This design comes from an exercise in tuning for small area, a short achievable clock period and few clock cycles per item on the open sky130 flow, not from production work. Only simulation tests tie the RTL to the original design; equivalence was not proved.

Setup of north:
Design idct_stage1_top, start of the top module:
module idct_stage1_top #(
    parameter int BLOCK_COLS = 40,
    parameter int BLOCK_ROWS = 30,
    parameter int RESULT_BASE = 76800
) (
    input  logic       CLOCK,
    input  logic       Resetn,
    input  logic       start,
    input  logic [15:0] sram_read_data,
    output logic [17:0] sram_address,
    output logic [15:0] sram_write_data,
    output logic       sram_we_n,
    output logic       busy,
    output logic       done
);
==> flow/config.mk <==
export PLATFORM = sky130hd
export DESIGN_NAME = idct_stage1_top
export DESIGN_NICKNAME = idct_stage1_top
export VERILOG_FILES = /design/flow/design.v
export SDC_FILE = /design/flow/constraint.sdc
export NUM_CORES = 4
export LEC_CHECK = 0
export CAP_MARGIN = 20
export CORE_MARGIN = 2
export CORE_UTILIZATION = 40
export CTS_CLUSTER_DIAMETER = 130
export CTS_CLUSTER_SIZE = 27
export SLEW_MARGIN = 20
==> flow/constraint.sdc <==
create_clock -name core_clock -period 12.0 [get_ports {CLOCK}]
set_input_delay 2.4000 -clock core_clock [delete_from_list [all_inputs] [get_ports {CLOCK}]]
set_output_delay 2.4000 -clock core_clock [all_outputs]
set_load 0.01 [all_outputs]
standard.sh (not shown) runs the stock make flow with config.mk's settings and CLKGATE_MAP_FILE= SYNTH_SCRIPT=/design/flow/synth_recipe.tcl, a recipe that flattens the netlist after the stock synthesis.
==> flow/flow/run.sh <==
#!/bin/bash
set -euo pipefail
export BUFFER_PORTS_ARGS="-buffer_cell sky130_fd_sc_hd__buf_2"
export SETUP_SLACK_MARGIN=8.38
bash standard.sh > standard.log 2>&1
Testbench counts of north, summed over its fixed seeds: cycles 614,460, pictures 4.
Setup changes, north to south
- CTS_CLUSTER_DIAMETER: 130 -> 120
- CTS_CLUSTER_SIZE: 27 -> 24
==> flow/flow/run.sh <==
#!/bin/bash
set -euo pipefail
export BUFFER_PORTS_ARGS="-buffer_cell sky130_fd_sc_hd__buf_4"
export SETUP_SLACK_MARGIN=8.45
bash standard.sh > standard.log 2>&1
Results
When south is set beside north, its global-route usage turns out to be 0.17 points larger.
Going from north to south, count of plain and timing-repair buffers grows by 30.
Launch point of the worst path = we: north; launch point of the worst path = busy: south
The measured slew at the worst slew-check pin of south is higher than that of north.
Delta (south minus north): synthesis-to-finish area growth shows an increase of 1.9 points; cell area after synthesis saw little to no change.
[inputs] east vs south
==> flow/flow/run.sh <==
#!/bin/bash
set -euo pipefail
export BUFFER_PORTS_ARGS="-buffer_cell sky130_fd_sc_hd__buf_2"
export SETUP_SLACK_MARGIN=8.38
bash standard.sh > standard.log 2>&1
### Flow results
Both conditions hold for south: the flow ran to the end and the final layout passed the timing, design-rule and antenna checks. east has completed all stages; timing, DRC and antenna checks passed. east ended up with a lower final net count than south did. Diff south -> east: area of combinational cells with multiple inputs -about 0.7%, minimum hold slack ~0 delta, utilization -0.63 points. Aggregate global-route resource usage: south vs east — no meaningful difference. Going from south to east, max-slew violation count about even; setup slack after placement fell by 0.13 ns; final standard cell area without fillers has decreased. Setup slack: south vs east — no meaningful difference.
Input changes introduced in west (baseline for comparison: east):
==> flow/flow/run.sh <==
#!/bin/bash
set -euo pipefail
export BUFFER_PORTS_ARGS="-buffer_cell sky130_fd_sc_hd__buf_2"
export SETUP_SLACK_MARGIN=8.42
bash standard.sh > standard.log 2>&1
### Flow results
west was carried through to the last stage, and its layout satisfied the timing, design-rule and antenna checks. [compare] base=east new=west: instance area at placement has remained practically unchanged; final worst setup slack now larger. As far as total vias in the final route is concerned, west and east perform about the same. Comparing west and east, worst clock skew is lower on east. west against east: critical path data required time closely matched the old numbers; cell area increased by 0.40% relative to the old numbers; max-slew headroom at the worst pin increased by 0.62 points relative to the old numbers. Compared with east, routed length on met3 in west decreased by a little under 10%.
### west -> middle
==> flow/flow/run.sh <==
#!/bin/bash
set -euo pipefail
export BUFFER_PORTS_ARGS="-buffer_cell sky130_fd_sc_hd__buf_2"
export SETUP_SLACK_MARGIN=8.3
bash standard.sh > standard.log 2>&1
Findings:
middle finished end to end and its layout was clean on timing, DRC and antenna.
Summary of middle over west: wire length on met3 went up; final design instance area without fill dropped about 0.7%; layout cell share with drive strength beyond 1 dropped 1.3 points; wire length of the first global-routing pass fell about 0.9%.
Looking at highest metal layer with signal wires, the met5 result is from west; the met4 one comes from middle.
Of middle and west, it is middle that has the lower placer congestion estimate.
| sequential share of cell area | lower: west |
Against west, middle comes in 0.77 points lower on area added between synthesis and finish.

Another version of the RTL of idct_stage1_top (not shown whole).
Size: about 3800 cells after synthesis, about 640 flip-flops, about 56 I/O pins, about 36000 µm² of cells after synthesis.
Settings: LEC_CHECK=0, CAP_MARGIN=20, CORE_MARGIN=2, CORE_UTILIZATION=40, SLEW_MARGIN=20; clock period 12.0 ns.
run.sh (not shown) runs the stock make flow with config.mk's settings and CLKGATE_MAP_FILE= SYNTH_SCRIPT=/design/flow/synth_recipe.tcl, a recipe that flattens the netlist after the stock synthesis.
Stock flow here: none of the scripts above is used.
Testbench counts at the start, summed over its fixed seeds: cycles 614,468, pictures 4.
Then changed:
--- a/flow/config.mk
+++ b/flow/config.mk
@@ -6,6 +6,6 @@
 export NUM_CORES = 4
 export LEC_CHECK = 0
-export CAP_MARGIN = 20
+export CAP_MARGIN = 60
 export CORE_MARGIN = 2
-export CORE_UTILIZATION = 40
-export SLEW_MARGIN = 20
+export CORE_UTILIZATION = 60
+export SLEW_MARGIN = 60
The changed run finished clean.
Global-route usage went up by 12 points.
Register-to-register slack is worse by 0.02 ns.
First-iteration DRC count grows by 15%.
Wire length came out higher by 6.8%.
Then changed:
==> flow/flow/run.sh (new file) <==
#!/bin/bash
set -euo pipefail
export BUFFER_PORTS_ARGS="-buffer_cell sky130_fd_sc_hd__buf_4"
bash standard.sh > standard.log 2>&1
==> flow/standard.sh (new file) <==
#!/bin/bash
# synth_recipe.tcl (not shown) runs the flow's synth.tcl, then flattens the netlist and writes it again
# the make line also repeats each setting of config.mk as NAME=value (left out here)
make -C /OpenROAD-flow-scripts/flow DESIGN_CONFIG=/design/flow/config.mk WORK_HOME=/design/flow/orfs CLKGATE_MAP_FILE= SYNTH_SCRIPT=/design/flow/synth_recipe.tcl "${@:-finish}"
--- a/flow/config.mk
+++ b/flow/config.mk
@@ -6,6 +6,8 @@
 export NUM_CORES = 4
 export LEC_CHECK = 0
-export CAP_MARGIN = 60
+export CAP_MARGIN = 20
 export CORE_MARGIN = 2
-export CORE_UTILIZATION = 60
-export SLEW_MARGIN = 60
+export CORE_UTILIZATION = 40
+export CTS_CLUSTER_DIAMETER = 150
+export CTS_CLUSTER_SIZE = 30
+export SLEW_MARGIN = 20
removed: flow/run.sh
What happened:
- die area rose by 49%
- cell area fell by 3.8%
- area after synthesis does not change
- critical path depth rose by 11
Then changed:
==> flow/run.sh (new file) <==
#!/bin/bash
# synth_recipe.tcl (not shown) runs the flow's synth.tcl, then flattens the netlist and writes it again
# the make line also repeats each setting of config.mk as NAME=value (left out here)
make -C /OpenROAD-flow-scripts/flow DESIGN_CONFIG=/design/flow/config.mk WORK_HOME=/design/flow/orfs CLKGATE_MAP_FILE= SYNTH_SCRIPT=/design/flow/synth_recipe.tcl finish
removed: flow/flow/run.sh
removed: flow/standard.sh
After rerunning: First-iteration DRC count came out higher by 17%; worst hold slack improved by 0.010 ns; synthesized area stays the same; clock-buffer cell count falls by 1; final area grows by 0.38%.

idct_stage1_top again, from the RTL that the note above started with.
clock: 12.0 ns
lec_check: 0
cap_margin: 20
core_margin: 2
core_utilization: 40
cts_cluster_diameter: 150
cts_cluster_size: 30
slew_margin: 20
standard.sh (not shown) runs the stock make flow with config.mk's settings and CLKGATE_MAP_FILE= SYNTH_SCRIPT=/design/flow/synth_recipe.tcl, a recipe that flattens the netlist after the stock synthesis.
==> flow/flow/run.sh <==
#!/bin/bash
set -euo pipefail
export BUFFER_PORTS_ARGS="-buffer_cell sky130_fd_sc_hd__buf_4"
export SETUP_SLACK_MARGIN=8.3
bash standard.sh > standard.log 2>&1
Testbench counts at the start, summed over its fixed seeds: cycles 614,468, pictures 4.
Edit:
==> flow/run.sh (new file) <==
#!/bin/bash
# synth_recipe.tcl (not shown) runs the flow's synth.tcl, then flattens the netlist and writes it again
# the make line also repeats each setting of config.mk as NAME=value (left out here)
make -C /OpenROAD-flow-scripts/flow DESIGN_CONFIG=/design/flow/config.mk WORK_HOME=/design/flow/orfs CLKGATE_MAP_FILE= SYNTH_SCRIPT=/design/flow/synth_recipe.tcl finish
- CTS_CLUSTER_DIAMETER: 150 -> 120
- CTS_CLUSTER_SIZE: 30 -> 24
removed: flow/flow/run.sh
removed: flow/standard.sh
The new run produced a clean layout.
Utilization climbs by 0.29 points.
Maximum frequency drops by 9.8%.
Cell count is about the same.
Sequential share of layout area drops by 0.25 points.
Critical path depth climbs by 1.
Synthesized area is unchanged.

Setup of oak:
Another version of the RTL of idct_stage1_top (not shown whole).
For scale: about 3600 cells after synthesis, roughly 620 flip-flops, about 56 I/O pins.
==> flow/config.mk <==
export PLATFORM = sky130hd
export DESIGN_NAME = idct_stage1_top
export DESIGN_NICKNAME = idct_stage1_top
export VERILOG_FILES = /design/flow/design.v
export SDC_FILE = /design/flow/constraint.sdc
export NUM_CORES = 4
export LEC_CHECK = 0
export CAP_MARGIN = 20
export CORE_MARGIN = 2
export CORE_UTILIZATION = 55
export CTS_CLUSTER_DIAMETER = 120
export CTS_CLUSTER_SIZE = 24
export PLACE_DENSITY = 0.7
export SLEW_MARGIN = 20
==> flow/constraint.sdc <==
create_clock -name core_clock -period 12.0 [get_ports {CLOCK}]
set_input_delay 2.4000 -clock core_clock [delete_from_list [all_inputs] [get_ports {CLOCK}]]
set_output_delay 2.4000 -clock core_clock [all_outputs]
set_load 0.01 [all_outputs]
==> flow/flow/run.sh <==
#!/bin/bash
set -euo pipefail
export BUFFER_PORTS_ARGS="-buffer_cell sky130_fd_sc_hd__buf_4"
export SETUP_SLACK_MARGIN=8.45
bash standard.sh > standard.log 2>&1
Per the final summary, oak finished and its layout is clean on timing, DRC and antenna.
Testbench counts of oak, summed over its fixed seeds: cycles 614,468, pictures 4.
Inputs modified between oak and pine:
==> flow/flow/run.sh <==
#!/bin/bash
set -euo pipefail
export BUFFER_PORTS_ARGS="-buffer_cell sky130_fd_sc_hd__buf_4"
export SETUP_SLACK_MARGIN=8.3
bash standard.sh > standard.log 2>&1
diff --git a/flow/config.mk b/flow/config.mk
--- a/flow/config.mk
+++ b/flow/config.mk
@@ -8,7 +8,6 @@
 export CAP_MARGIN = 20
 export CORE_MARGIN = 2
-export CORE_UTILIZATION = 55
+export CORE_UTILIZATION = 40
 export CTS_CLUSTER_DIAMETER = 120
 export CTS_CLUSTER_SIZE = 24
-export PLACE_DENSITY = 0.7
 export SLEW_MARGIN = 20
The final layout from pine, which completed every stage, passed the timing, design-rule and antenna checks at the end of the flow.
Post-layout minimum cycle time: pine and oak compared, lower one is oak
For the worst hold slack across all endpoints, pine came in 3.0 ps higher than oak did.
Summary of pine over oak: post-placement cell count now larger; minimum setup slack after placement higher.
On area used by sequential logic in the layout, pine and oak are basically level.
Clock-pin slew of the registers on the worst-case setup and hold paths of pine is on par with oak.
Layout inverter count without the clock tree shrinks slightly when moving from oak to pine.
Re critical path depth: pine and oak aren't equal, and the higher value belongs to pine.

-- re-timing with driven ports --
No port has a modelled driver above. Below, the same layouts with a new extraction and two added sets of constraints.
Step 1 assumes that a clkbuf_16 drives the clock port and a buf_2 every other input.
Step 2, shift: input delay + t, output delay - t, t = (earliest + latest rising clock arrival at the registers) / 2. This alone moves slack from input paths to output paths.
Three values: no drivers, after step 1, after step 2; two values: the first two.
run | t (ns) | slack for setup (ns) | hold WS [ns] | clock arrival spread, ns
north | 0.662 | 8.423 / 8.359 / 8.457 | 0.334 / 0.334 / 0.334 | 0.034 / 0.034
south | 0.673 | 8.425 / 8.360 / 8.591 | 0.331 / 0.331 / 0.331 | 0.041 / 0.041
east | 0.684 | 8.424 / 8.361 / 8.499 | 0.331 / 0.331 / 0.331 | 0.027 / 0.027
west | 0.680 | 8.429 / 8.363 / 8.527 | 0.334 / 0.334 / 0.334 | 0.031 / 0.031
middle | 0.679 | 8.437 / 8.371 / 8.452 | 0.330 / 0.330 / 0.330 | 0.024 / 0.024
the first run of note 2 | 0.697 | 8.045 / 7.979 / 8.214 | 0.316 / 0.316 / 0.316 | 0.044 / 0.044
the second run of note 2 | 0.670 | 8.064 / 8.003 / 8.191 | 0.325 / 0.325 / 0.325 | 0.020 / 0.020
the third run of note 2 | 0.665 | 8.163 / 8.163 / 8.163 | 0.326 / 0.326 / 0.326 | 0.045 / 0.045
the fourth run of note 2 | 0.675 | 8.044 / 7.978 / 8.227 | 0.336 / 0.336 / 0.336 | 0.022 / 0.023
the first run of note 3 | 0.677 | 8.460 / 8.393 / 8.461 | 0.326 / 0.326 / 0.326 | 0.039 / 0.038
the second run of note 3 | 0.653 | 8.076 / 8.008 / 8.218 | 0.320 / 0.320 / 0.320 | 0.043 / 0.043
oak | 0.708 | 8.432 / 8.370 / 8.517 | 0.332 / 0.332 / 0.332 | 0.036 / 0.035
pine | 0.697 | 8.417 / 8.378 / 8.417 | 0.335 / 0.335 / 0.335 | 0.012 / 0.012
After both steps every run listed still meets setup and hold.
